Optimization exercise on an open flow, not production practice.
RTL: at most simulated, not proved equivalent.
Power: default activity.

==> flow/design.v, too long to show whole: its modules and the start of the top module <==
// module mod509_reduce: 35 lines
// module fast_add: 36 lines
// module fast_gt: 26 lines
// module inv_table: 919 lines
// module series_sorter: 33 lines
// module sp_top: 144 lines
module sp_top
(
	input  logic         clk,
	input  logic         rst_n,
	input  sp_pkg::series_beat_t in_beat,
	input  sp_pkg::sp_mode_t     in_mode,
	output sp_pkg::series_beat_t out_beat
);
  // ...
==> flow/flow/run.sh <==
#!/bin/bash
# Layout: the standard flow (standard.sh) with two changes to how the
# layout is made; the SDC, so the clock period and I/O constraints, is
# the standard flow's own and unchanged.
#  1. Synthesis is the standard script except that the inverse table and
#     the two output adders (modules inv_table, fast_add) are mapped by ABC
#     for area (flow/lut_area.script) before the standard ABC call maps the
#     rest. Registers are untouched.
#  2. ORFS's timing repair aims at slack beyond the design's period, so
#     that it sizes up the longest paths.
# Usage: bash flow/run.sh [make target]   (default finish)
set -euo pipefail
here=$(pwd)
target=${1:-finish}

# synthesis script: synth_recipe.tcl sourcing a copy of ORFS's synth.tcl
# with one extra ABC call for those modules
sed "/^ *log_cmd abc {\*}\$abc_args/i\\
  log_cmd abc -script $here/flow/lut_area.script {*}[lrange \$abc_args 2 end] inv_table fast_add" \
  "$FLOW_HOME/scripts/synth.tcl" > "$here/synth_lut.tcl"
grep -q "lut_area.script" "$here/synth_lut.tcl"
sed "s#\$::env(SCRIPTS_DIR)/synth.tcl#$here/synth_lut.tcl#" "$here/synth_recipe.tcl" > "$here/synth_recipe_lut.tcl"
grep -q "synth_lut.tcl" "$here/synth_recipe_lut.tcl"

# run the synth target with that script, then the standard flow on top
make_cmd=$(grep -m1 '^make -C' "$here/standard.sh" | sed -e "s#SYNTH_SCRIPT=[^ ]*#SYNTH_SCRIPT=$here/synth_recipe_lut.tcl#" -e 's#"\${@:-finish}"##')
eval "$make_cmd synth" > "$here/synth_lut.log" 2>&1

export SETUP_SLACK_MARGIN=6.8
bash "$here/standard.sh" "$target" > "$here/standard.log" 2>&1
==> flow/flow/lut_area.script <==
strash
&get -n
&dch -f
&nf -R 1000
&put
==> flow/standard.sh <==
#!/bin/bash
# synth_recipe.tcl (not shown) runs the flow's synth.tcl, then flattens the netlist and writes it again
# the make line also repeats each setting of config.mk as NAME=value (left out here)
make -C /OpenROAD-flow-scripts/flow DESIGN_CONFIG=/design/flow/config.mk WORK_HOME=/design/flow/orfs CLKGATE_MAP_FILE= SYNTH_SCRIPT=/design/flow/synth_recipe.tcl "${@:-finish}"
==> flow/config.mk <==
export PLATFORM = sky130hd
export DESIGN_NAME = sp_top
export DESIGN_NICKNAME = sp_top
export VERILOG_FILES = /design/flow/design.v
export SDC_FILE = /design/flow/constraint.sdc
export NUM_CORES = 4
export LEC_CHECK = 0
export CAP_MARGIN = 20
export CORE_MARGIN = 2
export CORE_UTILIZATION = 40
export PLACE_DENSITY = 0.45
export SLEW_MARGIN = 20
export SYNTH_HIERARCHICAL = 1
==> flow/constraint.sdc <==
create_clock -name core_clock -period 10.0 [get_ports {clk}]
set_input_delay 2.0000 -clock core_clock [delete_from_list [all_inputs] [get_ports {clk}]]
set_output_delay 2.0000 -clock core_clock [all_outputs]
set_load 0.01 [all_outputs]
==> metrics.md, run 1 <==
| Metric | Value |
|---|---|
| Total die area | between 20,000 and 30,000 um2 |
| Sequential power | ~1200 uW |
| Design area | 13,500 um2 |
| Area of the multi-input gates | ~6900 um2 |
| First-pass GRT wire length | roughly 60,000 um |
| ClkCell Share | roughly 4.5% |
| RSZ-0062 raised after global routing | yes |
| Internal | between 2000 and 3000 uW |
| Antenna violations before repair | 0 |
| Status | timing/DRC/antenna clean |
| Flops & latches, synth | around 150 |
| Crit path DAT | between 3 and 4 ns |
| Commonest non-fill, non-tap cell in the layout | nand2_1 |
| Area growth syn-to-layout | 25.5% |
| Largest net degree at the start of global routing | 48 |
| Switch share | around 45% |
| Setup bufs post-CTS | 27 |
| Sequential cell area share | a little under a third |
| # diodes | 0 |
| Max FFs per register | 50 |
| Mean routed wirelength per cell | 26.2 um |
| Syn Area/Cell | between 9 and 10 um2 |
| Tcrit/Tclk final | between 30% and 40% |
| Inst Count DP | roughly 1,600 |
| IO Pins | 24 |
| Synthesis Warnings | 19 |
| WHS | around 0.42 ns |
Testbench counts, summed over its fixed seeds: cycles 6,624.
==> module fast_add, before the edit <==
module fast_add
(
	input  logic [9:0]  a,
	input  logic [9:0]  b,
	output logic [10:0] s
);
	localparam int W = 10;
	localparam int L = $clog2(W);
	logic [W-1:0] p;
	logic [W-1:0] g [0:L];
	logic [W-1:0] pp [0:L];
	assign p = a ^ b;
	assign g[0] = a & b;
	assign pp[0] = p;
	generate
		for (genvar l = 0; l < L; l++) begin : lvl
			for (genvar i = 0; i < W; i++) begin : bit_i
				if (((i >> l) & 1) == 1) begin : comb
					localparam int J = ((i >> l) << l) - 1;
					assign g[l+1][i] = g[l][i] | (pp[l][i] & g[l][J]);
					assign pp[l+1][i] = pp[l][i] & pp[l][J];
				end else begin : pass
					assign g[l+1][i] = g[l][i];
					assign pp[l+1][i] = pp[l][i];
				end
			end
		end
	endgenerate
	assign s[0] = p[0];
	generate
		for (genvar i = 1; i < W; i++) begin : sum_i
			assign s[i] = p[i] ^ g[L][i-1];
		end
	endgenerate
	assign s[W] = g[L][W-1];
endmodule
==> inputs of run 2 (changes only) <==
==> flow/design.v (replaced) <==
package sp_pkg;
	typedef logic [9-1:0] residue_t;
	typedef logic [18-1:0] product_t;
	typedef struct packed {
		logic inv_en;
		logic sort_en;
	} sp_mode_t;
	typedef struct packed {
		logic     valid;
		residue_t data;
	} series_beat_t;
endpackage
`timescale 1ns/100ps
module mod509_reduce
(
	input  logic [10:0] t,
	output logic [8:0]  r
);
	logic [8:0] lo;
	logic [8:0] lo_m3;
	logic [8:0] lo_p3;
	logic c2;
	logic b2;
	logic wrap;
	assign lo = t[8:0];
	assign c2 = lo[1] | lo[0];
	assign lo_p3[0] = ~lo[0];
	assign lo_p3[1] = ~(lo[1] ^ lo[0]);
	assign b2 = ~(lo[1] & lo[0]);
	assign lo_m3[0] = ~lo[0];
	assign lo_m3[1] = lo[1] ^ lo[0];
	always_comb begin
		for (int i = 2; i < 9; i++) begin
			logic [8:0] m;
			m = ((9'h1 << i) - 9'h1) & ~9'h3;
			lo_p3[i] = lo[i] ^ (c2 && (&(lo | ~m)));
			lo_m3[i] = lo[i] ^ (b2 && !(|(lo & m)));
		end
	end
	assign wrap = (&lo[8:2]) & (lo[1] | lo[0]);
	always_comb begin
		case (t[10:9])
			2'd0:    r = lo_m3;
			2'd1:    r = wrap ? lo_p3 : lo;
			default: r = lo_p3;
		endcase
	end
endmodule
module fast_add #(parameter int W = 10)
(
	input  logic [W-1:0] a,
	input  logic [W-1:0] b,
	output logic [W:0]   s
);
	localparam int L = $clog2(W);
	logic [W-1:0] p;
	logic [W-1:0] g [0:L];
	logic [W-1:0] pp [0:L];
	assign p = a ^ b;
	assign g[0] = a & b;
	assign pp[0] = p;
	generate
		for (genvar l = 0; l < L; l++) begin : lvl
			for (genvar i = 0; i < W; i++) begin : bit_i
				if (((i >> l) & 1) == 1) begin : comb
					localparam int J = ((i >> l) << l) - 1;
					assign g[l+1][i] = g[l][i] | (pp[l][i] & g[l][J]);
					assign pp[l+1][i] = pp[l][i] & pp[l][J];
				end else begin : pass
					assign g[l+1][i] = g[l][i];
					assign pp[l+1][i] = pp[l][i];
				end
			end
		end
	endgenerate
	assign s[0] = p[0];
	generate
		for (genvar i = 1; i < W; i++) begin : sum_i
			assign s[i] = p[i] ^ g[L][i-1];
		end
	endgenerate
	assign s[W] = g[L][W-1];
endmodule
module fast_gt #(parameter int W = 9)
(
	input  logic [W-1:0] a,
	input  logic [W-1:0] b,
	output logic         gt
);
	localparam int L = $clog2(W);
	localparam int N = 1 << L;
	logic [N-1:0] g [0:L];
	logic [N-1:0] e [0:L];
	always_comb begin
		g[0] = '0;
		e[0] = '1;
		g[0][W-1:0] = a & ~b;
		e[0][W-1:0] = ~(a ^ b);
		for (int l = 0; l < L; l++) begin
			g[l+1] = '0;
			e[l+1] = '0;
			for (int i = 0; i < (N >> (l + 1)); i++) begin
				g[l+1][i] = g[l][2*i+1] | (e[l][2*i+1] & g[l][2*i]);
				e[l+1][i] = e[l][2*i+1] & e[l][2*i];
			end
		end
	end
	assign gt = g[L][0];
endmodule
`timescale 1ns/100ps
module inv_table ( 
    i7, i6, i5, i4, i3, i2, i1, i0,
    t8, t7, t6, t5, t4, t3, t2, t1, t0  );
  input  i7, i6, i5, i4, i3, i2, i1, i0;
  output t8, t7, t6, t5, t4, t3, t2, t1, t0;
  wire new_n18, new_n19, new_n20, new_n21, new_n22, new_n23, new_n24,
    new_n25, new_n26, new_n27, new_n28, new_n29, new_n30, new_n31, new_n32,
    new_n33, new_n34, new_n35, new_n36, new_n37, new_n38, new_n39, new_n40,
    new_n41, new_n42, new_n43, new_n44, new_n45, new_n46, new_n47, new_n48,
    new_n49, new_n50, new_n51, new_n52, new_n53, new_n54, new_n55, new_n56,
    new_n57, new_n58, new_n59, new_n60, new_n61, new_n62, new_n63, new_n64,
    new_n65, new_n66, new_n67, new_n68, new_n69, new_n70, new_n71, new_n72,
    new_n73, new_n74, new_n75, new_n76, new_n77, new_n78, new_n79, new_n80,
    new_n81, new_n82, new_n83, new_n84, new_n85, new_n86, new_n87, new_n88,
    new_n89, new_n90, new_n91, new_n92, new_n93, new_n94, new_n95, new_n96,
    new_n97, new_n98, new_n99, new_n100, new_n101, new_n102, new_n103,
    new_n104, new_n105, new_n106, new_n107, new_n108, new_n109, new_n110,
    new_n111, new_n112, new_n113, new_n114, new_n115, new_n116, new_n117,
    new_n118, new_n119, new_n120, new_n121, new_n122, new_n123, new_n124,
    new_n125, new_n126, new_n127, new_n128, new_n129, new_n130, new_n131,
    new_n132, new_n133, new_n134, new_n135, new_n136, new_n137, new_n138,
    new_n139, new_n140, new_n141, new_n142, new_n143, new_n144, new_n145,
    new_n146, new_n147, new_n148, new_n149, new_n150, new_n151, new_n152,
    new_n153, new_n154, new_n155, new_n156, new_n157, new_n158, new_n159,
    new_n160, new_n161, new_n163, new_n164, new_n165, new_n166, new_n167,
    new_n168, new_n169, new_n170, new_n171, new_n172, new_n173, new_n174,
    new_n175, new_n176, new_n177, new_n178, new_n179, new_n180, new_n181,
    new_n182, new_n183, new_n184, new_n185, new_n186, new_n187, new_n188,
    new_n189, new_n190, new_n191, new_n192, new_n193, new_n194, new_n195,
    new_n196, new_n197, new_n198, new_n199, new_n200, new_n201, new_n202,
    new_n203, new_n204, new_n205, new_n206, new_n207, new_n208, new_n209,
    new_n210, new_n211, new_n212, new_n213, new_n214, new_n215, new_n216,
    new_n217, new_n218, new_n219, new_n220, new_n221, new_n222, new_n223,
    new_n224, new_n225, new_n226, new_n227, new_n228, new_n229, new_n230,
    new_n231, new_n232, new_n233, new_n234, new_n235, new_n236, new_n237,
    new_n238, new_n239, new_n240, new_n241, new_n242, new_n243, new_n244,
    new_n245, new_n246, new_n247, new_n248, new_n249, new_n250, new_n251,
    new_n252, new_n253, new_n254, new_n255, new_n256, new_n257, new_n258,
    new_n259, new_n260, new_n261, new_n262, new_n263, new_n264, new_n265,
    new_n267, new_n268, new_n269, new_n270, new_n271, new_n272, new_n273,
    new_n274, new_n275, new_n276, new_n277, new_n278, new_n279, new_n280,
    new_n281, new_n282, new_n283, new_n284, new_n285, new_n286, new_n287,
    new_n288, new_n289, new_n290, new_n291, new_n292, new_n293, new_n294,
    new_n295, new_n296, new_n297, new_n298, new_n299, new_n300, new_n301,
    new_n302, new_n303, new_n304, new_n305, new_n306, new_n307, new_n308,
    new_n309, new_n310, new_n311, new_n312, new_n313, new_n314, new_n315,
    new_n316, new_n317, new_n318, new_n319, new_n320, new_n321, new_n322,
    new_n323, new_n324, new_n325, new_n326, new_n327, new_n328, new_n329,
    new_n330, new_n331, new_n332, new_n333, new_n334, new_n335, new_n336,
    new_n337, new_n338, new_n339, new_n340, new_n341, new_n342, new_n343,
    new_n344, new_n345, new_n346, new_n347, new_n348, new_n349, new_n350,
    new_n351, new_n352, new_n353, new_n354, new_n355, new_n356, new_n357,
    new_n358, new_n360, new_n361, new_n362, new_n363, new_n364, new_n365,
    new_n366, new_n367, new_n368, new_n369, new_n370, new_n371, new_n372,
    new_n373, new_n374, new_n375, new_n376, new_n377, new_n378, new_n379,
    new_n380, new_n381, new_n382, new_n383, new_n384, new_n385, new_n386,
    new_n387, new_n388, new_n389, new_n390, new_n391, new_n392, new_n393,
    new_n394, new_n395, new_n396, new_n397, new_n398, new_n399, new_n400,
    new_n401, new_n402, new_n403, new_n404, new_n405, new_n406, new_n407,
    new_n408, new_n409, new_n410, new_n411, new_n412, new_n413, new_n414,
    new_n415, new_n416, new_n417, new_n418, new_n419, new_n420, new_n421,
    new_n422, new_n423, new_n424, new_n425, new_n426, new_n427, new_n428,
    new_n429, new_n430, new_n431, new_n432, new_n433, new_n434, new_n435,
    new_n436, new_n438, new_n439, new_n440, new_n441, new_n442, new_n443,
    new_n444, new_n445, new_n446, new_n447, new_n448, new_n449, new_n450,
    new_n451, new_n452, new_n453, new_n454, new_n455, new_n456, new_n457,
    new_n458, new_n459, new_n460, new_n461, new_n462, new_n463, new_n464,
    new_n465, new_n466, new_n467, new_n468, new_n469, new_n470, new_n471,
    new_n472, new_n473, new_n474, new_n475, new_n476, new_n477, new_n478,
    new_n479, new_n480, new_n481, new_n482, new_n483, new_n484, new_n485,
    new_n486, new_n487, new_n488, new_n489, new_n490, new_n491, new_n492,
    new_n493, new_n494, new_n495, new_n496, new_n497, new_n498, new_n499,
    new_n500, new_n501, new_n502, new_n503, new_n504, new_n505, new_n506,
    new_n507, new_n508, new_n509, new_n510, new_n511, new_n512, new_n513,
    new_n515, new_n516, new_n517, new_n518, new_n519, new_n520, new_n521,
    new_n522, new_n523, new_n524, new_n525, new_n526, new_n527, new_n528,
    new_n529, new_n530, new_n531, new_n532, new_n533, new_n534, new_n535,
    new_n536, new_n537, new_n538, new_n539, new_n540, new_n541, new_n542,
    new_n543, new_n544, new_n545, new_n546, new_n547, new_n548, new_n549,
    new_n550, new_n551, new_n552, new_n553, new_n554, new_n555, new_n556,
    new_n557, new_n558, new_n559, new_n560, new_n561, new_n562, new_n563,
    new_n564, new_n565, new_n566, new_n567, new_n568, new_n569, new_n570,
    new_n571, new_n572, new_n573, new_n574, new_n575, new_n576, new_n577,
    new_n578, new_n579, new_n580, new_n581, new_n582, new_n583, new_n584,
    new_n585, new_n586, new_n587, new_n588, new_n589, new_n590, new_n591,
    new_n592, new_n593, new_n595, new_n596, new_n597, new_n598, new_n599,
    new_n600, new_n601, new_n602, new_n603, new_n604, new_n605, new_n606,
    new_n607, new_n608, new_n609, new_n610, new_n611, new_n612, new_n613,
    new_n614, new_n615, new_n616, new_n617, new_n618, new_n619, new_n620,
    new_n621, new_n622, new_n623, new_n624, new_n625, new_n626, new_n627,
    new_n628, new_n629, new_n630, new_n631, new_n632, new_n633, new_n634,
    new_n635, new_n636, new_n637, new_n638, new_n639, new_n640, new_n641,
    new_n642, new_n643, new_n644, new_n645, new_n646, new_n647, new_n648,
    new_n649, new_n650, new_n651, new_n652, new_n653, new_n654, new_n655,
    new_n656, new_n657, new_n658, new_n659, new_n660, new_n661, new_n662,
    new_n663, new_n664, new_n665, new_n666, new_n668, new_n669, new_n670,
    new_n671, new_n672, new_n673, new_n674, new_n675, new_n676, new_n677,
    new_n678, new_n679, new_n680, new_n681, new_n682, new_n683, new_n684,
    new_n685, new_n686, new_n687, new_n688, new_n689, new_n690, new_n691,
    new_n692, new_n693, new_n694, new_n695, new_n696, new_n697, new_n698,
    new_n699, new_n700, new_n701, new_n702, new_n703, new_n704, new_n705,
    new_n706, new_n707, new_n708, new_n709, new_n710, new_n711, new_n712,
    new_n713, new_n714, new_n715, new_n716, new_n717, new_n718, new_n719,
    new_n721, new_n722, new_n723, new_n724, new_n725, new_n726, new_n727,
    new_n728, new_n729, new_n730, new_n731, new_n732, new_n733, new_n734,
    new_n735, new_n736, new_n737, new_n738, new_n739, new_n740, new_n741,
    new_n742, new_n743, new_n744, new_n745, new_n746, new_n747, new_n748,
    new_n749, new_n750, new_n751, new_n752, new_n753, new_n754, new_n755,
    new_n756, new_n757, new_n758, new_n759, new_n760, new_n761, new_n762,
    new_n763, new_n764, new_n765, new_n766, new_n767, new_n768, new_n769,
    new_n770, new_n771, new_n772, new_n773, new_n774;
  assign new_n18 = ~i7 & ~i6;
  assign new_n19 = i1 & ~i0;
  assign new_n20 = ~i3 & new_n19;
  assign new_n21 = i5 & i2;
  assign new_n22 = new_n20 & new_n21;
  assign new_n23 = new_n18 & ~new_n22;
  assign new_n24 = i4 & i2;
  assign new_n25 = ~i5 & new_n24;
  assign new_n26 = i3 & new_n25;
  assign new_n27 = ~i5 & i0;
  assign new_n28 = i1 & ~new_n27;
  assign new_n29 = ~i1 & i0;
  assign new_n30 = ~i3 & ~new_n29;
  assign new_n31 = ~new_n28 & ~new_n30;
  assign new_n32 = ~new_n26 & new_n31;
  assign new_n33 = ~i3 & i2;
  assign new_n34 = i3 & ~i2;
  assign new_n35 = ~new_n33 & ~new_n34;
  assign new_n36 = i5 & ~new_n35;
  assign new_n37 = i5 & i0;
  assign new_n38 = i2 & ~new_n37;
  assign new_n39 = ~i4 & ~new_n38;
  assign new_n40 = ~new_n36 & ~new_n39;
  assign new_n41 = new_n32 & new_n40;
  assign new_n42 = new_n23 & ~new_n41;
  assign new_n43 = ~i5 & i3;
  assign new_n44 = i5 & i4;
  assign new_n45 = ~new_n43 & ~new_n44;
  assign new_n46 = ~i6 & ~new_n45;
  assign new_n47 = ~i2 & new_n37;
  assign new_n48 = new_n46 & new_n47;
  assign new_n49 = ~i2 & ~i0;
  assign new_n50 = i6 & ~i3;
  assign new_n51 = ~new_n44 & new_n50;
  assign new_n52 = new_n49 & ~new_n51;
  assign new_n53 = ~new_n46 & new_n52;
  assign new_n54 = ~new_n48 & ~new_n53;
  assign new_n55 = i2 & i0;
  assign new_n56 = ~i6 & i5;
  assign new_n57 = new_n55 & new_n56;
  assign new_n58 = new_n54 & ~new_n57;
  assign new_n59 = ~i1 & ~new_n58;
  assign new_n60 = i6 & ~i4;
  assign new_n61 = ~i5 & new_n60;
  assign new_n62 = ~i3 & i0;
  assign new_n63 = ~new_n33 & ~new_n55;
  assign new_n64 = ~new_n62 & ~new_n63;
  assign new_n65 = new_n61 & new_n64;
  assign new_n66 = i7 & ~new_n65;
  assign new_n67 = i4 & ~new_n34;
  assign new_n68 = i5 & ~i1;
  assign new_n69 = ~i5 & i1;
  assign new_n70 = ~new_n68 & ~new_n69;
  assign new_n71 = i6 & i2;
  assign new_n72 = ~new_n70 & new_n71;
  assign new_n73 = ~i2 & i1;
  assign new_n74 = ~i6 & ~i0;
  assign new_n75 = new_n73 & new_n74;
  assign new_n76 = ~new_n72 & ~new_n75;
  assign new_n77 = new_n67 & ~new_n76;
  assign new_n78 = new_n66 & ~new_n77;
  assign new_n79 = ~i6 & ~new_n33;
  assign new_n80 = ~i5 & i2;
  assign new_n81 = ~i4 & ~i3;
  assign new_n82 = i5 & new_n81;
  assign new_n83 = ~new_n80 & ~new_n82;
  assign new_n84 = new_n79 & ~new_n83;
  assign new_n85 = ~new_n33 & ~new_n43;
  assign new_n86 = ~i4 & i1;
  assign new_n87 = ~new_n85 & new_n86;
  assign new_n88 = ~new_n84 & ~new_n87;
  assign new_n89 = ~i0 & ~new_n88;
  assign new_n90 = i4 & ~i1;
  assign new_n91 = ~i3 & new_n90;
  assign new_n92 = new_n55 & new_n91;
  assign new_n93 = ~i6 & i3;
  assign new_n94 = ~new_n81 & ~new_n93;
  assign new_n95 = i1 & i0;
  assign new_n96 = new_n21 & new_n95;
  assign new_n97 = new_n94 & new_n96;
  assign new_n98 = ~new_n92 & ~new_n97;
  assign new_n99 = ~new_n89 & new_n98;
  assign new_n100 = new_n78 & new_n99;
  assign new_n101 = ~new_n59 & new_n100;
  assign new_n102 = ~new_n42 & ~new_n101;
  assign new_n103 = i4 & ~i2;
  assign new_n104 = i5 & ~i0;
  assign new_n105 = i3 & new_n104;
  assign new_n106 = i6 & i4;
  assign new_n107 = new_n27 & new_n106;
  assign new_n108 = ~new_n105 & ~new_n107;
  assign new_n109 = new_n103 & ~new_n108;
  assign new_n110 = ~new_n102 & ~new_n109;
  assign new_n111 = ~i5 & ~i4;
  assign new_n112 = new_n19 & new_n33;
  assign new_n113 = ~new_n29 & ~new_n112;
  assign new_n114 = new_n111 & ~new_n113;
  assign new_n115 = ~new_n33 & ~new_n49;
  assign new_n116 = ~new_n103 & new_n115;
  assign new_n117 = i3 & i0;
  assign new_n118 = i5 & ~new_n117;
  assign new_n119 = ~i3 & ~new_n73;
  assign new_n120 = new_n118 & ~new_n119;
  assign new_n121 = new_n116 & new_n120;
  assign new_n122 = ~new_n92 & ~new_n121;
  assign new_n123 = ~new_n114 & new_n122;
  assign new_n124 = i4 & ~i0;
  assign new_n125 = i5 & ~i3;
  assign new_n126 = new_n124 & new_n125;
  assign new_n127 = ~i1 & ~i0;
  assign new_n128 = ~i4 & i3;
  assign new_n129 = new_n127 & new_n128;
  assign new_n130 = ~i7 & i6;
  assign new_n131 = ~new_n129 & new_n130;
  assign new_n132 = ~new_n126 & new_n131;
  assign new_n133 = new_n123 & new_n132;
  assign new_n134 = ~new_n110 & ~new_n133;
  assign new_n135 = ~i4 & ~i2;
  assign new_n136 = ~i3 & ~i1;
  assign new_n137 = i3 & i1;
  assign new_n138 = ~new_n136 & ~new_n137;
  assign new_n139 = ~i0 & new_n138;
  assign new_n140 = ~new_n28 & ~new_n139;
  assign new_n141 = ~new_n118 & ~new_n140;
  assign new_n142 = i3 & new_n141;
  assign new_n143 = new_n104 & new_n136;
  assign new_n144 = ~new_n142 & ~new_n143;
  assign new_n145 = ~i7 & ~new_n144;
  assign new_n146 = new_n135 & new_n145;
  assign new_n147 = ~i5 & new_n95;
  assign new_n148 = ~new_n33 & new_n147;
  assign new_n149 = ~i4 & ~new_n130;
  assign new_n150 = ~new_n43 & new_n149;
  assign new_n151 = new_n148 & new_n150;
  assign new_n152 = ~i5 & i4;
  assign new_n153 = i4 & new_n29;
  assign new_n154 = ~new_n152 & ~new_n153;
  assign new_n155 = ~new_n34 & ~new_n130;
  assign new_n156 = new_n34 & new_n130;
  assign new_n157 = ~new_n148 & ~new_n156;
  assign new_n158 = ~new_n155 & ~new_n157;
  assign new_n159 = ~new_n154 & new_n158;
  assign new_n160 = ~new_n151 & ~new_n159;
  assign new_n161 = ~new_n146 & new_n160;
  assign t8 = new_n134 | ~new_n161;
  assign new_n163 = ~i4 & ~i1;
  assign new_n164 = new_n49 & new_n163;
  assign new_n165 = new_n130 & new_n164;
  assign new_n166 = ~i5 & ~i1;
  assign new_n167 = ~i2 & new_n166;
  assign new_n168 = i3 & ~new_n167;
  assign new_n169 = i2 & ~i1;
  assign new_n170 = i5 & ~i4;
  assign new_n171 = ~i6 & i2;
  assign new_n172 = ~new_n170 & new_n171;
  assign new_n173 = new_n169 & ~new_n172;
  assign new_n174 = ~i2 & i0;
  assign new_n175 = i4 & new_n174;
  assign new_n176 = ~i6 & ~new_n175;
  assign new_n177 = ~new_n27 & ~new_n176;
  assign new_n178 = ~new_n173 & ~new_n177;
  assign new_n179 = new_n78 & ~new_n178;
  assign new_n180 = ~new_n107 & ~new_n179;
  assign new_n181 = ~new_n68 & ~new_n127;
  assign new_n182 = new_n60 & ~new_n181;
  assign new_n183 = ~new_n103 & ~new_n169;
  assign new_n184 = ~new_n68 & ~new_n183;
  assign new_n185 = new_n174 & new_n184;
  assign new_n186 = ~new_n182 & ~new_n185;
  assign new_n187 = ~new_n180 & new_n186;
  assign new_n188 = new_n47 & new_n163;
  assign new_n189 = i4 & i1;
  assign new_n190 = i5 & new_n189;
  assign new_n191 = ~i6 & i0;
  assign new_n192 = new_n190 & ~new_n191;
  assign new_n193 = ~new_n188 & ~new_n192;
  assign new_n194 = ~new_n78 & ~new_n193;
  assign new_n195 = ~i4 & i0;
  assign new_n196 = ~new_n124 & ~new_n195;
  assign new_n197 = i7 & ~i2;
  assign new_n198 = ~new_n147 & ~new_n197;
  assign new_n199 = new_n196 & ~new_n198;
  assign new_n200 = ~new_n49 & ~new_n55;
  assign new_n201 = ~i3 & ~i2;
  assign new_n202 = ~i7 & new_n201;
  assign new_n203 = new_n166 & ~new_n202;
  assign new_n204 = new_n200 & new_n203;
  assign new_n205 = ~new_n199 & ~new_n204;
  assign new_n206 = ~i6 & ~new_n205;
  assign new_n207 = ~new_n194 & ~new_n206;
  assign new_n208 = ~new_n187 & new_n207;
  assign new_n209 = ~new_n168 & ~new_n208;
  assign new_n210 = ~i4 & ~i0;
  assign new_n211 = ~i7 & i2;
  assign new_n212 = new_n210 & new_n211;
  assign new_n213 = ~i7 & i4;
  assign new_n214 = i3 & new_n213;
  assign new_n215 = new_n153 & ~new_n214;
  assign new_n216 = ~new_n212 & ~new_n215;
  assign new_n217 = new_n56 & ~new_n216;
  assign new_n218 = new_n208 & new_n217;
  assign new_n219 = ~new_n209 & ~new_n218;
  assign new_n220 = ~new_n111 & new_n196;
  assign new_n221 = ~new_n25 & ~new_n27;
  assign new_n222 = ~new_n220 & new_n221;
  assign new_n223 = ~i1 & ~new_n222;
  assign new_n224 = i4 & ~new_n49;
  assign new_n225 = ~new_n80 & ~new_n224;
  assign new_n226 = ~new_n61 & ~new_n190;
  assign new_n227 = new_n225 & ~new_n226;
  assign new_n228 = ~i4 & i2;
  assign new_n229 = i6 & ~new_n228;
  assign new_n230 = i2 & new_n74;
  assign new_n231 = i0 & ~new_n111;
  assign new_n232 = ~new_n230 & ~new_n231;
  assign new_n233 = ~new_n229 & ~new_n232;
  assign new_n234 = ~new_n227 & ~new_n233;
  assign new_n235 = ~new_n223 & new_n234;
  assign new_n236 = i7 & i3;
  assign new_n237 = ~i5 & ~i0;
  assign new_n238 = new_n86 & ~new_n237;
  assign new_n239 = ~new_n38 & new_n238;
  assign new_n240 = i5 & new_n90;
  assign new_n241 = new_n174 & new_n240;
  assign new_n242 = i1 & new_n170;
  assign new_n243 = ~i1 & new_n237;
  assign new_n244 = ~new_n242 & ~new_n243;
  assign new_n245 = ~new_n241 & new_n244;
  assign new_n246 = ~new_n239 & new_n245;
  assign new_n247 = new_n130 & ~new_n246;
  assign new_n248 = new_n56 & ~new_n90;
  assign new_n249 = ~new_n18 & ~new_n248;
  assign new_n250 = ~new_n73 & ~new_n169;
  assign new_n251 = ~i4 & ~new_n166;
  assign new_n252 = new_n250 & new_n251;
  assign new_n253 = new_n80 & new_n90;
  assign new_n254 = ~new_n19 & ~new_n104;
  assign new_n255 = ~new_n96 & new_n254;
  assign new_n256 = ~new_n253 & new_n255;
  assign new_n257 = ~new_n252 & new_n256;
  assign new_n258 = ~new_n249 & ~new_n257;
  assign new_n259 = ~new_n247 & ~new_n258;
  assign new_n260 = ~new_n123 & new_n259;
  assign new_n261 = ~new_n236 & ~new_n260;
  assign new_n262 = new_n235 & ~new_n261;
  assign new_n263 = i3 & ~new_n259;
  assign new_n264 = ~new_n262 & ~new_n263;
  assign new_n265 = new_n219 & new_n264;
  assign t7 = new_n165 | ~new_n265;
  assign new_n267 = i5 & ~new_n200;
  assign new_n268 = ~i2 & ~new_n219;
  assign new_n269 = ~new_n66 & new_n144;
  assign new_n270 = i0 & new_n166;
  assign new_n271 = ~new_n141 & ~new_n270;
  assign new_n272 = ~new_n269 & new_n271;
  assign new_n273 = ~new_n268 & new_n272;
  assign new_n274 = ~new_n267 & ~new_n273;
  assign new_n275 = ~i5 & ~new_n210;
  assign new_n276 = ~i2 & ~new_n81;
  assign new_n277 = new_n275 & new_n276;
  assign new_n278 = ~new_n274 & ~new_n277;
  assign new_n279 = ~new_n273 & new_n277;
  assign new_n280 = i7 & ~i0;
  assign new_n281 = ~i5 & new_n135;
  assign new_n282 = ~new_n280 & new_n281;
  assign new_n283 = i2 & new_n280;
  assign new_n284 = ~new_n124 & ~new_n283;
  assign new_n285 = ~new_n282 & new_n284;
  assign new_n286 = i1 & ~new_n285;
  assign new_n287 = ~new_n30 & new_n213;
  assign new_n288 = new_n166 & new_n228;
  assign new_n289 = i6 & ~new_n288;
  assign new_n290 = ~new_n287 & new_n289;
  assign new_n291 = ~new_n286 & new_n290;
  assign new_n292 = ~new_n279 & new_n291;
  assign new_n293 = ~new_n278 & new_n292;
  assign new_n294 = i4 & ~i3;
  assign new_n295 = i1 & new_n45;
  assign new_n296 = ~i1 & ~new_n56;
  assign new_n297 = new_n174 & new_n296;
  assign new_n298 = ~new_n295 & ~new_n297;
  assign new_n299 = ~new_n294 & ~new_n298;
  assign new_n300 = ~new_n125 & new_n299;
  assign new_n301 = ~new_n80 & ~new_n118;
  assign new_n302 = new_n163 & ~new_n301;
  assign new_n303 = ~new_n247 & ~new_n302;
  assign new_n304 = ~new_n300 & new_n303;
  assign new_n305 = ~new_n95 & ~new_n127;
  assign new_n306 = ~i3 & ~new_n305;
  assign new_n307 = new_n70 & ~new_n138;
  assign new_n308 = new_n24 & ~new_n307;
  assign new_n309 = ~new_n306 & new_n308;
  assign new_n310 = ~i1 & new_n43;
  assign new_n311 = ~new_n20 & new_n103;
  assign new_n312 = ~new_n310 & new_n311;
  assign new_n313 = i7 & ~new_n312;
  assign new_n314 = ~new_n309 & new_n313;
  assign new_n315 = ~new_n213 & ~new_n314;
  assign new_n316 = ~i6 & ~i2;
  assign new_n317 = new_n43 & new_n316;
  assign new_n318 = i7 & ~i6;
  assign new_n319 = ~new_n174 & ~new_n318;
  assign new_n320 = ~new_n317 & new_n319;
  assign new_n321 = ~new_n299 & ~new_n320;
  assign new_n322 = new_n19 & ~new_n43;
  assign new_n323 = new_n171 & new_n322;
  assign new_n324 = i5 & ~i2;
  assign new_n325 = ~new_n117 & ~new_n324;
  assign new_n326 = ~i1 & ~new_n57;
  assign new_n327 = ~new_n325 & new_n326;
  assign new_n328 = ~new_n323 & ~new_n327;
  assign new_n329 = ~new_n321 & new_n328;
  assign new_n330 = ~new_n315 & ~new_n329;
  assign new_n331 = new_n304 & new_n330;
  assign new_n332 = new_n50 & new_n283;
  assign new_n333 = ~new_n163 & ~new_n189;
  assign new_n334 = ~new_n60 & ~new_n127;
  assign new_n335 = ~i3 & ~new_n334;
  assign new_n336 = ~i6 & ~new_n335;
  assign new_n337 = ~new_n333 & ~new_n336;
  assign new_n338 = i1 & new_n93;
  assign new_n339 = i7 & ~new_n338;
  assign new_n340 = ~new_n337 & new_n339;
  assign new_n341 = i1 & ~new_n74;
  assign new_n342 = ~i6 & ~i4;
  assign new_n343 = ~new_n341 & ~new_n342;
  assign new_n344 = ~new_n237 & new_n338;
  assign new_n345 = ~new_n335 & ~new_n344;
  assign new_n346 = ~new_n343 & new_n345;
  assign new_n347 = ~i7 & ~new_n346;
  assign new_n348 = new_n43 & new_n200;
  assign new_n349 = ~new_n128 & ~new_n294;
  assign new_n350 = ~new_n117 & ~new_n201;
  assign new_n351 = new_n349 & new_n350;
  assign new_n352 = ~new_n348 & ~new_n351;
  assign new_n353 = ~i7 & ~new_n352;
  assign new_n354 = ~new_n267 & ~new_n353;
  assign new_n355 = ~new_n347 & ~new_n354;
  assign new_n356 = ~new_n340 & new_n355;
  assign new_n357 = ~new_n332 & ~new_n356;
  assign new_n358 = ~new_n331 & new_n357;
  assign t6 = new_n293 | ~new_n358;
  assign new_n360 = ~i0 & new_n202;
  assign new_n361 = ~i4 & new_n171;
  assign new_n362 = new_n117 & new_n361;
  assign new_n363 = ~new_n360 & ~new_n362;
  assign new_n364 = ~i7 & new_n33;
  assign new_n365 = new_n74 & new_n364;
  assign new_n366 = i7 & ~i4;
  assign new_n367 = ~new_n95 & new_n200;
  assign new_n368 = i3 & ~new_n197;
  assign new_n369 = ~new_n367 & new_n368;
  assign new_n370 = ~new_n130 & ~new_n195;
  assign new_n371 = ~new_n119 & new_n370;
  assign new_n372 = ~new_n369 & new_n371;
  assign new_n373 = ~new_n33 & new_n370;
  assign new_n374 = ~new_n124 & ~new_n138;
  assign new_n375 = ~new_n373 & new_n374;
  assign new_n376 = ~new_n112 & ~new_n375;
  assign new_n377 = ~new_n372 & new_n376;
  assign new_n378 = ~new_n366 & ~new_n377;
  assign new_n379 = ~new_n164 & ~new_n378;
  assign new_n380 = ~new_n365 & ~new_n379;
  assign new_n381 = ~new_n363 & ~new_n380;
  assign new_n382 = ~new_n116 & new_n130;
  assign new_n383 = ~i2 & new_n129;
  assign new_n384 = i1 & ~new_n149;
  assign new_n385 = ~new_n155 & new_n384;
  assign new_n386 = ~new_n383 & ~new_n385;
  assign new_n387 = ~new_n382 & ~new_n386;
  assign new_n388 = ~i5 & ~new_n387;
  assign new_n389 = ~new_n381 & new_n388;
  assign new_n390 = i7 & new_n21;
  assign new_n391 = new_n265 & new_n390;
  assign new_n392 = ~new_n268 & ~new_n391;
  assign new_n393 = new_n195 & ~new_n392;
  assign new_n394 = i5 & ~new_n380;
  assign new_n395 = ~new_n393 & new_n394;
  assign new_n396 = ~new_n389 & ~new_n395;
  assign new_n397 = ~new_n171 & new_n210;
  assign new_n398 = i7 & new_n93;
  assign new_n399 = new_n397 & new_n398;
  assign new_n400 = ~i3 & new_n225;
  assign new_n401 = ~new_n25 & ~new_n400;
  assign new_n402 = i7 & ~i1;
  assign new_n403 = ~new_n139 & new_n402;
  assign new_n404 = ~new_n401 & new_n403;
  assign new_n405 = ~new_n44 & ~new_n333;
  assign new_n406 = new_n364 & new_n405;
  assign new_n407 = new_n19 & new_n80;
  assign new_n408 = ~new_n213 & new_n407;
  assign new_n409 = ~i6 & ~new_n408;
  assign new_n410 = ~new_n406 & new_n409;
  assign new_n411 = ~new_n158 & new_n410;
  assign new_n412 = ~new_n404 & new_n411;
  assign new_n413 = i7 & ~i5;
  assign new_n414 = ~new_n119 & new_n210;
  assign new_n415 = i3 & ~new_n95;
  assign new_n416 = i2 & ~new_n189;
  assign new_n417 = ~new_n415 & new_n416;
  assign new_n418 = ~new_n62 & ~new_n417;
  assign new_n419 = ~new_n86 & ~new_n418;
  assign new_n420 = ~new_n414 & ~new_n419;
  assign new_n421 = new_n204 & new_n420;
  assign new_n422 = ~new_n413 & ~new_n421;
  assign new_n423 = i7 & new_n420;
  assign new_n424 = ~new_n422 & ~new_n423;
  assign new_n425 = ~new_n24 & ~new_n211;
  assign new_n426 = ~new_n62 & ~new_n213;
  assign new_n427 = ~new_n425 & new_n426;
  assign new_n428 = ~new_n139 & new_n427;
  assign new_n429 = i5 & ~new_n24;
  assign new_n430 = ~new_n135 & new_n429;
  assign new_n431 = new_n19 & new_n430;
  assign new_n432 = i6 & ~new_n431;
  assign new_n433 = ~new_n428 & new_n432;
  assign new_n434 = ~new_n424 & new_n433;
  assign new_n435 = ~new_n412 & ~new_n434;
  assign new_n436 = ~new_n399 & ~new_n435;
  assign t5 = new_n396 | ~new_n436;
  assign new_n438 = new_n181 & ~new_n191;
  assign new_n439 = ~new_n18 & ~new_n438;
  assign new_n440 = new_n54 & new_n439;
  assign new_n441 = ~new_n104 & ~new_n228;
  assign new_n442 = new_n68 & ~new_n441;
  assign new_n443 = ~i1 & ~new_n103;
  assign new_n444 = ~new_n24 & ~new_n27;
  assign new_n445 = ~new_n443 & ~new_n444;
  assign new_n446 = ~new_n442 & ~new_n445;
  assign new_n447 = i3 & ~new_n446;
  assign new_n448 = i7 & i0;
  assign new_n449 = i6 & ~new_n448;
  assign new_n450 = ~new_n47 & ~new_n449;
  assign new_n451 = i1 & ~new_n450;
  assign new_n452 = ~new_n124 & ~new_n170;
  assign new_n453 = new_n201 & ~new_n333;
  assign new_n454 = ~new_n452 & new_n453;
  assign new_n455 = ~new_n92 & ~new_n454;
  assign new_n456 = ~new_n451 & new_n455;
  assign new_n457 = ~new_n447 & new_n456;
  assign new_n458 = ~new_n440 & new_n457;
  assign new_n459 = new_n166 & ~new_n349;
  assign new_n460 = new_n130 & ~new_n459;
  assign new_n461 = ~new_n431 & new_n460;
  assign new_n462 = i0 & ~new_n35;
  assign new_n463 = ~new_n333 & new_n462;
  assign new_n464 = ~new_n104 & ~new_n333;
  assign new_n465 = new_n201 & ~new_n464;
  assign new_n466 = ~new_n463 & ~new_n465;
  assign new_n467 = new_n461 & new_n466;
  assign new_n468 = i2 & ~new_n137;
  assign new_n469 = i0 & ~new_n34;
  assign new_n470 = ~new_n468 & ~new_n469;
  assign new_n471 = i0 & new_n468;
  assign new_n472 = new_n413 & ~new_n471;
  assign new_n473 = ~new_n470 & new_n472;
  assign new_n474 = new_n106 & ~new_n200;
  assign new_n475 = ~new_n74 & ~new_n189;
  assign new_n476 = ~i3 & ~new_n316;
  assign new_n477 = ~new_n475 & new_n476;
  assign new_n478 = i7 & ~new_n152;
  assign new_n479 = ~new_n477 & new_n478;
  assign new_n480 = ~new_n474 & new_n479;
  assign new_n481 = ~new_n473 & ~new_n480;
  assign new_n482 = ~new_n467 & new_n481;
  assign new_n483 = ~new_n458 & new_n482;
  assign new_n484 = new_n38 & new_n333;
  assign new_n485 = ~new_n80 & new_n86;
  assign new_n486 = ~new_n47 & new_n485;
  assign new_n487 = new_n135 & ~new_n486;
  assign new_n488 = ~new_n484 & ~new_n487;
  assign new_n489 = ~i3 & ~i0;
  assign new_n490 = i6 & ~new_n489;
  assign new_n491 = ~new_n488 & new_n490;
  assign new_n492 = ~new_n163 & new_n250;
  assign new_n493 = ~i4 & ~new_n250;
  assign new_n494 = new_n105 & ~new_n493;
  assign new_n495 = ~new_n492 & new_n494;
  assign new_n496 = new_n62 & new_n361;
  assign new_n497 = i5 & ~new_n128;
  assign new_n498 = new_n322 & ~new_n497;
  assign new_n499 = ~new_n496 & ~new_n498;
  assign new_n500 = new_n111 & ~new_n499;
  assign new_n501 = ~new_n237 & ~new_n333;
  assign new_n502 = ~i6 & ~new_n124;
  assign new_n503 = new_n201 & new_n502;
  assign new_n504 = ~new_n501 & new_n503;
  assign new_n505 = ~new_n500 & ~new_n504;
  assign new_n506 = ~new_n495 & new_n505;
  assign new_n507 = ~new_n491 & new_n506;
  assign new_n508 = ~i5 & ~new_n30;
  assign new_n509 = ~i7 & ~new_n55;
  assign new_n510 = ~new_n508 & new_n509;
  assign new_n511 = ~new_n507 & ~new_n510;
  assign new_n512 = new_n220 & new_n338;
  assign new_n513 = ~new_n511 & ~new_n512;
  assign t4 = new_n483 | ~new_n513;
  assign new_n515 = ~new_n68 & ~new_n111;
  assign new_n516 = new_n280 & new_n515;
  assign new_n517 = ~new_n391 & ~new_n516;
  assign new_n518 = ~new_n71 & ~new_n93;
  assign new_n519 = ~new_n85 & new_n518;
  assign new_n520 = ~new_n517 & new_n519;
  assign new_n521 = ~new_n170 & ~new_n174;
  assign new_n522 = new_n50 & ~new_n521;
  assign new_n523 = ~new_n133 & new_n522;
  assign new_n524 = ~new_n50 & ~new_n398;
  assign new_n525 = new_n103 & ~new_n524;
  assign new_n526 = ~new_n44 & ~new_n525;
  assign new_n527 = ~new_n64 & ~new_n283;
  assign new_n528 = i6 & ~new_n236;
  assign new_n529 = ~new_n527 & ~new_n528;
  assign new_n530 = i5 & ~new_n156;
  assign new_n531 = ~new_n529 & new_n530;
  assign new_n532 = ~new_n526 & ~new_n531;
  assign new_n533 = ~new_n35 & new_n196;
  assign new_n534 = ~new_n33 & ~new_n196;
  assign new_n535 = ~new_n533 & ~new_n534;
  assign new_n536 = i0 & ~new_n135;
  assign new_n537 = ~new_n535 & new_n536;
  assign new_n538 = new_n130 & new_n537;
  assign new_n539 = i1 & ~new_n538;
  assign new_n540 = ~new_n532 & new_n539;
  assign new_n541 = ~new_n523 & new_n540;
  assign new_n542 = i7 & i4;
  assign new_n543 = new_n93 & ~new_n542;
  assign new_n544 = i4 & ~new_n79;
  assign new_n545 = ~new_n528 & new_n544;
  assign new_n546 = ~new_n543 & ~new_n545;
  assign new_n547 = ~i5 & ~new_n546;
  assign new_n548 = i7 & i5;
  assign new_n549 = ~new_n537 & new_n548;
  assign new_n550 = ~new_n547 & ~new_n549;
  assign new_n551 = ~new_n49 & new_n94;
  assign new_n552 = ~i6 & ~i3;
  assign new_n553 = ~new_n74 & ~new_n552;
  assign new_n554 = ~new_n33 & new_n553;
  assign new_n555 = ~new_n551 & new_n554;
  assign new_n556 = ~new_n550 & ~new_n555;
  assign new_n557 = i6 & new_n535;
  assign new_n558 = ~i5 & ~new_n552;
  assign new_n559 = i7 & ~new_n558;
  assign new_n560 = ~new_n172 & ~new_n559;
  assign new_n561 = ~new_n557 & new_n560;
  assign new_n562 = ~new_n152 & ~new_n236;
  assign new_n563 = i6 & ~i2;
  assign new_n564 = ~new_n542 & new_n563;
  assign new_n565 = ~new_n562 & new_n564;
  assign new_n566 = new_n128 & new_n324;
  assign new_n567 = ~new_n565 & ~new_n566;
  assign new_n568 = new_n561 & new_n567;
  assign new_n569 = ~new_n21 & new_n130;
  assign new_n570 = ~new_n237 & new_n569;
  assign new_n571 = ~new_n561 & new_n570;
  assign new_n572 = ~new_n568 & ~new_n571;
  assign new_n573 = ~new_n556 & new_n572;
  assign new_n574 = ~new_n49 & ~new_n552;
  assign new_n575 = new_n287 & ~new_n574;
  assign new_n576 = ~i1 & ~new_n575;
  assign new_n577 = ~new_n573 & new_n576;
  assign new_n578 = ~new_n541 & ~new_n577;
  assign new_n579 = ~new_n149 & t8;
  assign new_n580 = new_n89 & ~new_n236;
  assign new_n581 = ~new_n171 & new_n213;
  assign new_n582 = new_n171 & new_n236;
  assign new_n583 = ~new_n548 & ~new_n582;
  assign new_n584 = ~new_n581 & new_n583;
  assign new_n585 = ~new_n580 & new_n584;
  assign new_n586 = ~new_n80 & ~new_n210;
  assign new_n587 = new_n137 & ~new_n586;
  assign new_n588 = new_n20 & new_n316;
  assign new_n589 = ~new_n397 & ~new_n588;
  assign new_n590 = ~new_n587 & new_n589;
  assign new_n591 = ~new_n585 & ~new_n590;
  assign new_n592 = ~new_n579 & new_n591;
  assign new_n593 = ~new_n578 & ~new_n592;
  assign t3 = new_n520 | ~new_n593;
  assign new_n595 = ~new_n103 & ~new_n240;
  assign new_n596 = ~new_n259 & ~new_n595;
  assign new_n597 = ~new_n86 & ~new_n174;
  assign new_n598 = i7 & ~new_n597;
  assign new_n599 = ~i7 & new_n597;
  assign new_n600 = new_n305 & ~new_n599;
  assign new_n601 = ~new_n598 & new_n600;
  assign new_n602 = new_n56 & ~new_n601;
  assign new_n603 = ~new_n235 & new_n602;
  assign new_n604 = ~new_n170 & ~new_n484;
  assign new_n605 = i7 & ~new_n604;
  assign new_n606 = new_n44 & new_n211;
  assign new_n607 = new_n68 & new_n213;
  assign new_n608 = i6 & ~new_n607;
  assign new_n609 = ~new_n606 & new_n608;
  assign new_n610 = new_n152 & ~new_n250;
  assign new_n611 = i0 & new_n183;
  assign new_n612 = ~new_n610 & ~new_n611;
  assign new_n613 = new_n609 & new_n612;
  assign new_n614 = ~new_n605 & new_n613;
  assign new_n615 = i3 & ~new_n614;
  assign new_n616 = ~new_n603 & new_n615;
  assign new_n617 = new_n197 & new_n248;
  assign new_n618 = i6 & new_n86;
  assign new_n619 = new_n211 & ~new_n552;
  assign new_n620 = ~new_n305 & new_n619;
  assign new_n621 = ~new_n618 & new_n620;
  assign new_n622 = ~new_n617 & ~new_n621;
  assign new_n623 = ~new_n616 & new_n622;
  assign new_n624 = ~new_n596 & ~new_n623;
  assign new_n625 = new_n191 & new_n366;
  assign new_n626 = ~new_n624 & ~new_n625;
  assign new_n627 = ~new_n127 & new_n361;
  assign new_n628 = ~new_n19 & ~new_n163;
  assign new_n629 = ~new_n469 & new_n628;
  assign new_n630 = ~new_n627 & ~new_n629;
  assign new_n631 = new_n413 & ~new_n630;
  assign new_n632 = i1 & new_n107;
  assign new_n633 = ~new_n163 & ~new_n171;
  assign new_n634 = ~i7 & ~i5;
  assign new_n635 = i0 & new_n634;
  assign new_n636 = ~new_n633 & new_n635;
  assign new_n637 = ~new_n632 & ~new_n636;
  assign new_n638 = ~new_n631 & new_n637;
  assign new_n639 = ~new_n293 & ~new_n638;
  assign new_n640 = ~new_n626 & ~new_n639;
  assign new_n641 = ~i7 & new_n452;
  assign new_n642 = ~new_n390 & ~new_n641;
  assign new_n643 = new_n235 & ~new_n642;
  assign new_n644 = new_n80 & ~new_n95;
  assign new_n645 = ~new_n237 & ~new_n366;
  assign new_n646 = ~new_n644 & ~new_n645;
  assign new_n647 = ~i0 & ~new_n80;
  assign new_n648 = ~new_n502 & ~new_n647;
  assign new_n649 = ~new_n19 & ~new_n648;
  assign new_n650 = ~new_n646 & ~new_n649;
  assign new_n651 = ~i1 & ~new_n174;
  assign new_n652 = ~new_n634 & ~new_n651;
  assign new_n653 = ~i7 & new_n651;
  assign new_n654 = i4 & ~new_n653;
  assign new_n655 = ~new_n652 & new_n654;
  assign new_n656 = ~new_n650 & ~new_n655;
  assign new_n657 = i7 & new_n25;
  assign new_n658 = ~new_n430 & ~new_n657;
  assign new_n659 = ~i1 & ~new_n658;
  assign new_n660 = ~i6 & new_n80;
  assign new_n661 = new_n189 & new_n660;
  assign new_n662 = ~i3 & ~new_n661;
  assign new_n663 = ~new_n659 & new_n662;
  assign new_n664 = ~new_n656 & new_n663;
  assign new_n665 = ~new_n643 & new_n664;
  assign new_n666 = ~new_n496 & ~new_n665;
  assign t2 = new_n640 | ~new_n666;
  assign new_n668 = i1 & ~new_n441;
  assign new_n669 = ~i7 & ~new_n275;
  assign new_n670 = ~new_n668 & new_n669;
  assign new_n671 = ~i1 & ~new_n280;
  assign new_n672 = new_n103 & ~new_n671;
  assign new_n673 = new_n55 & new_n402;
  assign new_n674 = i3 & ~new_n673;
  assign new_n675 = ~new_n672 & new_n674;
  assign new_n676 = ~new_n670 & new_n675;
  assign new_n677 = new_n517 & new_n676;
  assign new_n678 = ~i7 & ~new_n24;
  assign new_n679 = ~new_n324 & new_n678;
  assign new_n680 = new_n70 & new_n679;
  assign new_n681 = new_n210 & new_n324;
  assign new_n682 = ~new_n548 & ~new_n681;
  assign new_n683 = new_n55 & ~new_n189;
  assign new_n684 = ~new_n682 & ~new_n683;
  assign new_n685 = new_n27 & ~new_n211;
  assign new_n686 = ~i3 & ~new_n112;
  assign new_n687 = ~new_n685 & new_n686;
  assign new_n688 = ~new_n684 & new_n687;
  assign new_n689 = ~new_n680 & new_n688;
  assign new_n690 = ~new_n677 & ~new_n689;
  assign new_n691 = new_n608 & ~new_n690;
  assign new_n692 = ~new_n29 & new_n43;
  assign new_n693 = ~new_n125 & new_n228;
  assign new_n694 = ~new_n692 & new_n693;
  assign new_n695 = new_n23 & ~new_n694;
  assign new_n696 = new_n170 & new_n306;
  assign new_n697 = i3 & ~new_n19;
  assign new_n698 = new_n24 & new_n697;
  assign new_n699 = ~new_n164 & new_n318;
  assign new_n700 = ~new_n148 & new_n699;
  assign new_n701 = ~new_n698 & new_n700;
  assign new_n702 = ~new_n696 & new_n701;
  assign new_n703 = ~new_n695 & ~new_n702;
  assign new_n704 = i1 & new_n38;
  assign new_n705 = ~new_n80 & ~new_n324;
  assign new_n706 = ~new_n127 & ~new_n705;
  assign new_n707 = ~i3 & ~new_n706;
  assign new_n708 = ~new_n704 & ~new_n707;
  assign new_n709 = new_n213 & ~new_n708;
  assign new_n710 = ~new_n498 & ~new_n709;
  assign new_n711 = ~new_n703 & new_n710;
  assign new_n712 = ~new_n691 & ~new_n711;
  assign new_n713 = new_n91 & ~new_n180;
  assign new_n714 = i4 & new_n34;
  assign new_n715 = ~new_n252 & ~new_n714;
  assign new_n716 = ~i5 & ~new_n715;
  assign new_n717 = ~new_n190 & ~new_n716;
  assign new_n718 = new_n280 & ~new_n717;
  assign new_n719 = ~new_n713 & ~new_n718;
  assign t1 = new_n712 | ~new_n719;
  assign new_n721 = new_n95 & new_n102;
  assign new_n722 = ~new_n166 & ~new_n214;
  assign new_n723 = ~new_n257 & ~new_n722;
  assign new_n724 = ~new_n34 & ~new_n80;
  assign new_n725 = ~new_n104 & new_n724;
  assign new_n726 = ~new_n243 & ~new_n725;
  assign new_n727 = ~i1 & new_n725;
  assign new_n728 = new_n366 & ~new_n727;
  assign new_n729 = ~new_n726 & new_n728;
  assign new_n730 = ~new_n174 & new_n325;
  assign new_n731 = ~new_n95 & new_n542;
  assign new_n732 = ~new_n730 & new_n731;
  assign new_n733 = ~new_n729 & ~new_n732;
  assign new_n734 = ~new_n723 & new_n733;
  assign new_n735 = ~new_n721 & new_n734;
  assign new_n736 = ~i6 & ~new_n735;
  assign new_n737 = new_n66 & new_n553;
  assign new_n738 = ~i4 & new_n145;
  assign new_n739 = ~new_n737 & ~new_n738;
  assign new_n740 = new_n168 & new_n184;
  assign new_n741 = new_n305 & new_n493;
  assign new_n742 = new_n67 & new_n127;
  assign new_n743 = ~new_n741 & ~new_n742;
  assign new_n744 = ~new_n740 & new_n743;
  assign new_n745 = ~new_n739 & ~new_n744;
  assign new_n746 = new_n402 & ~new_n705;
  assign new_n747 = new_n197 & new_n632;
  assign new_n748 = new_n130 & ~new_n166;
  assign new_n749 = new_n305 & new_n748;
  assign new_n750 = ~new_n60 & ~new_n749;
  assign new_n751 = ~new_n747 & new_n750;
  assign new_n752 = new_n128 & ~new_n166;
  assign new_n753 = ~new_n486 & ~new_n752;
  assign new_n754 = ~new_n751 & new_n753;
  assign new_n755 = new_n50 & new_n69;
  assign new_n756 = ~i6 & ~new_n137;
  assign new_n757 = new_n324 & new_n756;
  assign new_n758 = new_n418 & ~new_n757;
  assign new_n759 = ~new_n755 & ~new_n758;
  assign new_n760 = ~new_n128 & ~new_n210;
  assign new_n761 = ~new_n224 & new_n760;
  assign new_n762 = ~i7 & ~new_n761;
  assign new_n763 = new_n759 & new_n762;
  assign new_n764 = ~new_n754 & ~new_n763;
  assign new_n765 = ~new_n746 & ~new_n764;
  assign new_n766 = ~i5 & new_n349;
  assign new_n767 = ~new_n163 & ~new_n766;
  assign new_n768 = new_n230 & ~new_n767;
  assign new_n769 = new_n235 & new_n759;
  assign new_n770 = new_n634 & new_n761;
  assign new_n771 = ~new_n769 & new_n770;
  assign new_n772 = ~new_n768 & ~new_n771;
  assign new_n773 = ~new_n765 & new_n772;
  assign new_n774 = ~new_n745 & new_n773;
  assign t0 = new_n736 | ~new_n774;
endmodule
`timescale 1ns/100ps
module series_sorter
(
	input  logic       clk,
	input  logic       shift,    
	input  logic       drain,
	input  logic [2:0] count,    
	input  logic [8:0] din,
	output logic       head_gt,   
	output logic [8:0] head      
);
	localparam int N = 5;
	logic [8:0] ent [0:N-1];
	logic [N-1:0] up;
	logic [N-1:0] gt;
	generate
		for (genvar i = 0; i < N; i++) begin : cmp
			fast_gt #(.W(9)) gt_inst (.a(ent[i]), .b(din), .gt(gt[i]));
			assign up[i] = drain || (3'(i) >= count) || gt[i];
		end
	endgenerate
	always_ff @(posedge clk) begin
		if (shift) begin
			if (up[0])
				ent[0] <= din;
			for (int i = 1; i < N; i++) begin
				if (up[i])
					ent[i] <= up[i-1] ? ent[i-1] : din;
			end
		end
	end
	assign head = ent[N-1];
	assign head_gt = gt[N-1];
endmodule
`timescale 1ns/100ps
module sp_top
(
	input  logic         clk,
	input  logic         rst_n,
	input  sp_pkg::series_beat_t in_beat,
	input  sp_pkg::sp_mode_t     in_mode,
	output sp_pkg::series_beat_t out_beat
);
	localparam logic [2:0] LAST = 3'(6 - 1);
	logic v1;
	logic [2:0] cnt1;
	logic [7:0] idx1;
	logic sgn1;
	logic [8:0] u1;
	logic [8:0] u_in;
	sp_pkg::sp_mode_t mode_r;
	always_ff @(posedge clk or negedge rst_n) begin
		if (!rst_n) begin
			v1 <= 1'b0;
			cnt1 <= '0;
		end else begin
			v1 <= in_beat.valid;
			if (in_beat.valid)
				cnt1 <= (cnt1 == LAST) ? '0 : cnt1 + 3'd1;
		end
	end
	assign u_in = in_beat.data + 9'd1;
	always_ff @(posedge clk) begin
		sgn1 <= u_in[8];
		idx1 <= u_in[7:0] ^ {8{u_in[8]}};
		if (in_beat.valid && cnt1 == '0)
			mode_r <= in_mode;
	end
	logic v2;
	logic idle;
	logic from_in;
	logic sort_nx;
	logic [8:0] u_nx;
	logic [8:0] w_nx;
	logic [8:0] u2;
	logic [9:0] q2;
	logic [8:0] inv1;
	assign idle = (cnt1 == '0) && !v1;
	assign from_in = idle || !mode_r.inv_en;
	assign sort_nx = idle ? in_mode.sort_en : mode_r.sort_en;
	logic [8:0] t1;
	assign u1 = {sgn1, idx1 ^ {8{sgn1}}};
	inv_table tab_inst (
		.i7(idx1[7]), .i6(idx1[6]), .i5(idx1[5]), .i4(idx1[4]),
		.i3(idx1[3]), .i2(idx1[2]), .i1(idx1[1]), .i0(idx1[0]),
		.t8(t1[8]), .t7(t1[7]), .t6(t1[6]), .t5(t1[5]), .t4(t1[4]),
		.t3(t1[3]), .t2(t1[2]), .t1(t1[1]), .t0(t1[0])
	);
	assign inv1 = t1 ^ {9{sgn1}};
	assign u_nx = from_in ? u_in : u1;
	assign w_nx = from_in ? u_in : inv1;
	always_ff @(posedge clk or negedge rst_n) begin
		if (!rst_n)
			v2 <= 1'b0;
		else if (idle)
			v2 <= in_beat.valid && !in_mode.inv_en;
		else
			v2 <= mode_r.inv_en ? v1 : in_beat.valid;
	end
	always_ff @(posedge clk) begin
		u2 <= u_nx;
		q2 <= sort_nx ? {1'b0, w_nx} : {w_nx, 1'b0};
	end
	logic [2:0] k3;
	logic dr;
	logic sort;
	logic sh;
	logic last_in;
	logic out_v;
	logic [8:0] out_d;
	logic [9:0] uw;
	logic [9:0] a [0:6-2];
	logic [8:0] s_head;
	logic head_gt;
	logic [10:0] t_a;
	logic [10:0] t_b;
	logic [10:0] t_sum;
	logic [8:0] r;
	assign sort = mode_r.sort_en;
	assign sh = dr || (sort && v2);
	assign last_in = sort && v2 && (k3 == LAST);
	assign uw = 10'(u2) + q2;
	series_sorter sort_inst (
		.clk      (clk),
		.shift    (sh),
		.drain    (dr),
		.count    (k3),
		.din      (q2[8:0]),
		.head_gt  (head_gt),
		.head     (s_head)
	);
	always_ff @(posedge clk) begin
		if (sh) begin
			a[0] <= uw;
			for (int i = 1; i < 6 - 2; i++)
				a[i] <= a[i-1];
		end
		if (sh)
			a[6-2] <= a[6-3];
		else if (!sort_nx)
			a[6-2] <= 10'(u_nx);
	end
	fast_add #(.W(10)) add_a (.a(a[6-2]), .b(10'(s_head)), .s(t_a));
	fast_add #(.W(10)) add_b (.a(a[6-2]), .b(q2), .s(t_b));
	assign t_sum = (sort && (dr || head_gt)) ? t_a : t_b;
	mod509_reduce red_inst (
		.t (t_sum),
		.r (r)
	);
	always_ff @(posedge clk or negedge rst_n) begin
		if (!rst_n) begin
			k3 <= '0;
			dr <= 1'b0;
			out_v <= 1'b0;
		end else begin
			out_v <= dr || (v2 && (!sort || k3 == LAST));
			if (dr) begin
				if (k3 == LAST) begin
					dr <= 1'b0;
					k3 <= '0;
				end else begin
					k3 <= k3 + 3'd1;
				end
			end else if (last_in) begin
				dr <= 1'b1;
				k3 <= 3'd1;
			end else if (sort && v2) begin
				k3 <= k3 + 3'd1;
			end
		end
	end
	always_ff @(posedge clk)
		out_d <= r;
	assign out_beat = {out_v, out_d};
endmodule
==> flow/flow/run.sh (replaced) <==
#!/bin/bash
# Layout: the standard flow (standard.sh) with two changes to how the
# layout is made; the SDC, so the clock period and I/O constraints, is
# the standard flow's own and unchanged.
#  1. Synthesis is the standard script except that the inverse table
#     (module inv_table) is mapped by ABC for area (flow/lut_area.script)
#     before the standard ABC call maps the rest. Registers are untouched.
#  2. ORFS's timing repair aims at slack beyond the design's period, so
#     that it sizes up the longest paths.
# Usage: bash flow/run.sh [make target]   (default finish)
set -euo pipefail
here=$(pwd)
target=${1:-finish}

# synthesis script: synth_recipe.tcl sourcing a copy of ORFS's synth.tcl
# with one extra ABC call for the table module
sed "/^ *log_cmd abc {\*}\$abc_args/i\\
  log_cmd abc -script $here/flow/lut_area.script {*}[lrange \$abc_args 2 end] inv_table" \
  "$FLOW_HOME/scripts/synth.tcl" > "$here/synth_lut.tcl"
grep -q "lut_area.script" "$here/synth_lut.tcl"
sed "s#\$::env(SCRIPTS_DIR)/synth.tcl#$here/synth_lut.tcl#" "$here/synth_recipe.tcl" > "$here/synth_recipe_lut.tcl"
grep -q "synth_lut.tcl" "$here/synth_recipe_lut.tcl"

# run the synth target with that script, then the standard flow on top
make_cmd=$(grep -m1 '^make -C' "$here/standard.sh" | sed -e "s#SYNTH_SCRIPT=[^ ]*#SYNTH_SCRIPT=$here/synth_recipe_lut.tcl#" -e 's#"\${@:-finish}"##')
eval "$make_cmd synth" > "$here/synth_lut.log" 2>&1

export SETUP_SLACK_MARGIN=6.7
bash "$here/standard.sh" "$target" > "$here/standard.log" 2>&1
==> flow/config.mk (replaced) <==
export PLATFORM = sky130hd
export DESIGN_NAME = sp_top
export DESIGN_NICKNAME = sp_top
export VERILOG_FILES = /design/flow/design.v
export SDC_FILE = /design/flow/constraint.sdc
export NUM_CORES = 4
export LEC_CHECK = 0
export CAP_MARGIN = 20
export CORE_MARGIN = 2
export CORE_UTILIZATION = 40
export CTS_BUF_LIST = sky130_fd_sc_hd__clkbuf_8
export PLACE_DENSITY = 0.45
export SLEW_MARGIN = 20
export SYNTH_HIERARCHICAL = 1
==> run 2 against run 1 <==
Still clean. Global-route usage is 0.49 points lower. Combinational power is 9.9% higher. Worst hold slack got worse by 0.021 ns. Via count decreased by 0.69%. Sequential power about the same. Total power up 2.0%. Register-to-register slack got worse by 0.11 ns. Critical path depth shrank 2. Utilization down 0.18 points. Synthesized cell count decreased by 1.7%. Critical endpoint unchanged. Highest routed layer is now met4.
==> metrics.md, run 2 <==
| Metric | Value |
|---|---|
| Status | timing/DRC/antenna clean |
| Synth Instances | ~1,200 |
| Top cells by area, synth | edfxtp_1 (27%), ha_1 (12%), dfxtp_1 (6.8%) |
| First-pass GRT wire length | 61,400 um (-0.56%) |
| Crit path max-delay cell type | edfxtp_1 |
| EDFF count, synth | 97 |
| Worst-path maximum fanout | 4 |
| Cell area after synthesis | ~11,000 um2 |
| Routability congestion estimate | a little over 1 |
| Fill cells | between 2,000 and 2,500 |
| Pwr/cell area | about 360 nW/um2 |
| Area of the multi-input gates | 7110 um2 (+3.6%) |
| Net Sw Power | about 2300 uW |
| Sequential Power Share | 23.5% |
| Inst Count DP | 1,526 (-1.8%) |
| RSZ-0062 raised after global routing | yes |
| Internal | 2560 uW (-1.9%) |
| Post-Route Skew | between 0.03 and 0.04 ns |
| Row count | 60 |
| Cts bufs inserted | 17 |
| TritonCTS clock tree | yes |
| Initial Util | 40.4% |
| Setup-failing EPs final | 0 |
| Top-area cell type share of the netlist area | 26.9% |
| Switch share | 46.8% (+2.1 points) |
| Syn Area/Cell | 9.30 um2 (+2.2%) |
| Commonest non-fill, non-tap cell in the layout | nand2_1 |
| Max-Cap Viols | 0 |
| Clk root buf | clkbuf_8 |
| Sequential cell area fraction in the yosys report | a little over a third |
| Flops & latches, synth | 144 (-5.3%) |
| Worst Setup Path Type | reg -> reg |
| Mean routed wirelength per cell | 25.4 um (-2.9%) |
| Final Hold Viols | 0 |
| Largest net degree at the start of global routing | 48 (unchanged) |
| Clock latency at the later pin of the worst-skew pair | approximately 0.46 ns |
| Crit path DAT | 3.65 ns (+0.15 ns) |
| Regs by FF count | a (50), sort_inst.ent (45), q2 (10) |
| IO Pins | 24 (unchanged) |
| Max FFs per register | 50 (unchanged) |
| All-Layer GR Usage | 28.9% |
| Synthesis Warnings | 19 (unchanged) |
| Total die area | 28,400 um2 (+0.47%) |
| Core area | about 27,000 um2 |
| Area growth syn-to-layout | 24.8% |
| Final TNS setup | 0 ns |
| Antenna violations before repair | 0 (unchanged) |
| Tcrit/Tclk final | 32.9% (+1.1 points) |
| Worst slew margin | between 15 and 20% |
run 2: cell types whose count changed in the layout (fill, tap and decap cells not counted), moves of 11 or more:
cell | previous run | this run
and2_0 | 12 | 0
clkbuf_16 | 23 | 3
clkbuf_8 | 0 | 17
ha_1 | 62 | 83
nand2_1 | 156 | 105
nand2_2 | 15 | 2
nand3_1 | 64 | 24
nor2_1 | 53 | 79
nor3_1 | 16 | 38
xor2_1 | 29 | 18
run 2: layer usage:
metal  global-route usage, %  vias to the layer above  part of all wire [%]
li1                        -                     4611                     -
met1                    39.1                     4902                    42
met2                    44.0                      655                    43
met3                    6.13                      193                   9.1
met4                    13.8                        0                   6.0
met5                       0                        -                     0
run 2: logic make-up after synthesis:
group / Yosys count / synth area share [%]
AO/OA/AOI/OAI: 341 / 20.4
XOR/XNOR: 52 / 4.27
adder cells (fa/ha/maj): 113 / 13.7
buffers and inverters: 109 / 4.14
flip-flops: 144 / 36.0
multiplexers: 58 / 6.01
other: 1 / 0.0346
AND/OR/NAND/NOR: 346 / 15.4
run 2: final cells by class:
| class | instances | area share (%) |
|---|---|---|
| clock inverters | 15 | 1.22 |
| well taps | 341 | 3.16 |
| flip-flops and latches | 144 | 29.3 |
| diodes | 1 | 0.0185 |
| multi-input cells | 911 | 52.6 |
| repair buffers | 122 | 8.81 |
| clock buffers | 17 | 1.73 |
| inverters | 93 | 3.14 |
run 2: stage by stage:
step | setup slack, ns | util [%] | hold slack (ns) | instance area, um2 | total power (uW)
after CTS | 6.66 | 47.9 | 0.399 | 12800 | 4510
after floorplan | 6.71 | - | 0.400 | 10900 | 3030
after global placement | 5.37 | 43.2 | 0.401 | 11600 | 3760
after detailed placement | 5.72 | 43.2 | 0.405 | 11600 | 3740
final | 6.71 | 50.4 | 0.397 | 13500 | 4820
after global routing | 6.58 | 50.4 | 0.404 | 13500 | 5170
run 2: power by group through the flow:
stage | Clock (uW) | Combinational [uW] | Sequential, uW
CTS | 491 | 2890 | 1130
floorplan | 0 | 1910 | 1120
global route | 510 | 3500 | 1160
finish | 477 | 3210 | 1130
detailed placement | 0 | 2560 | 1190
global placement | 0 | 2580 | 1180
run 2: critical path, delay by kind of cell, from the launching register on:
family / cells / cell delay [ns]
adders and majority gates: 3 / 1.05
and+or+nand+nor: 2 / 0.73
AOI/OAI and AO/OA: 3 / 0.43
muxes: 1 / 0.30
DFF: 1 / 0.52
xor gates and xnor gates: 1 / 0.17
run 2: per-module statistics from Yosys, one instance, submodules excluded, excerpt:
module | cell area, um2 | times used
sp_top | 4100 | 1
inv_table | 2580 | 1
mod509_reduce | 500 | 1
series_sorter | 1870 | 1
run 2: repair_timing:
action | CTS | global route
endpoints found under the setup margin | 44 | 22
pin swaps | 27 | 40
setup buffers | 49 | 31
cloned | 2 | 3
gates resized for setup | 129 | 90
run 2: final timing paths:
kind / slack, ns / cells past startpoint / startpoint / end
setup reg to reg: 6.71 / 10 / a[4][0] / out_d[8]
min in group asynchronous: 1.95 / 1 / rst_n / out_v
max in group asynchronous: 7.60 / 1 / rst_n / v1
setup / recovery: 6.71 / 10 / a[4][0] / out_d[8]
hold / removal: 0.40 / 0 / a[1][5] / a[2][5]
hold reg to reg: 0.40 / 0 / a[1][5] / a[2][5]
Testbench counts of run 2, summed over its fixed seeds: cycles 6,624.
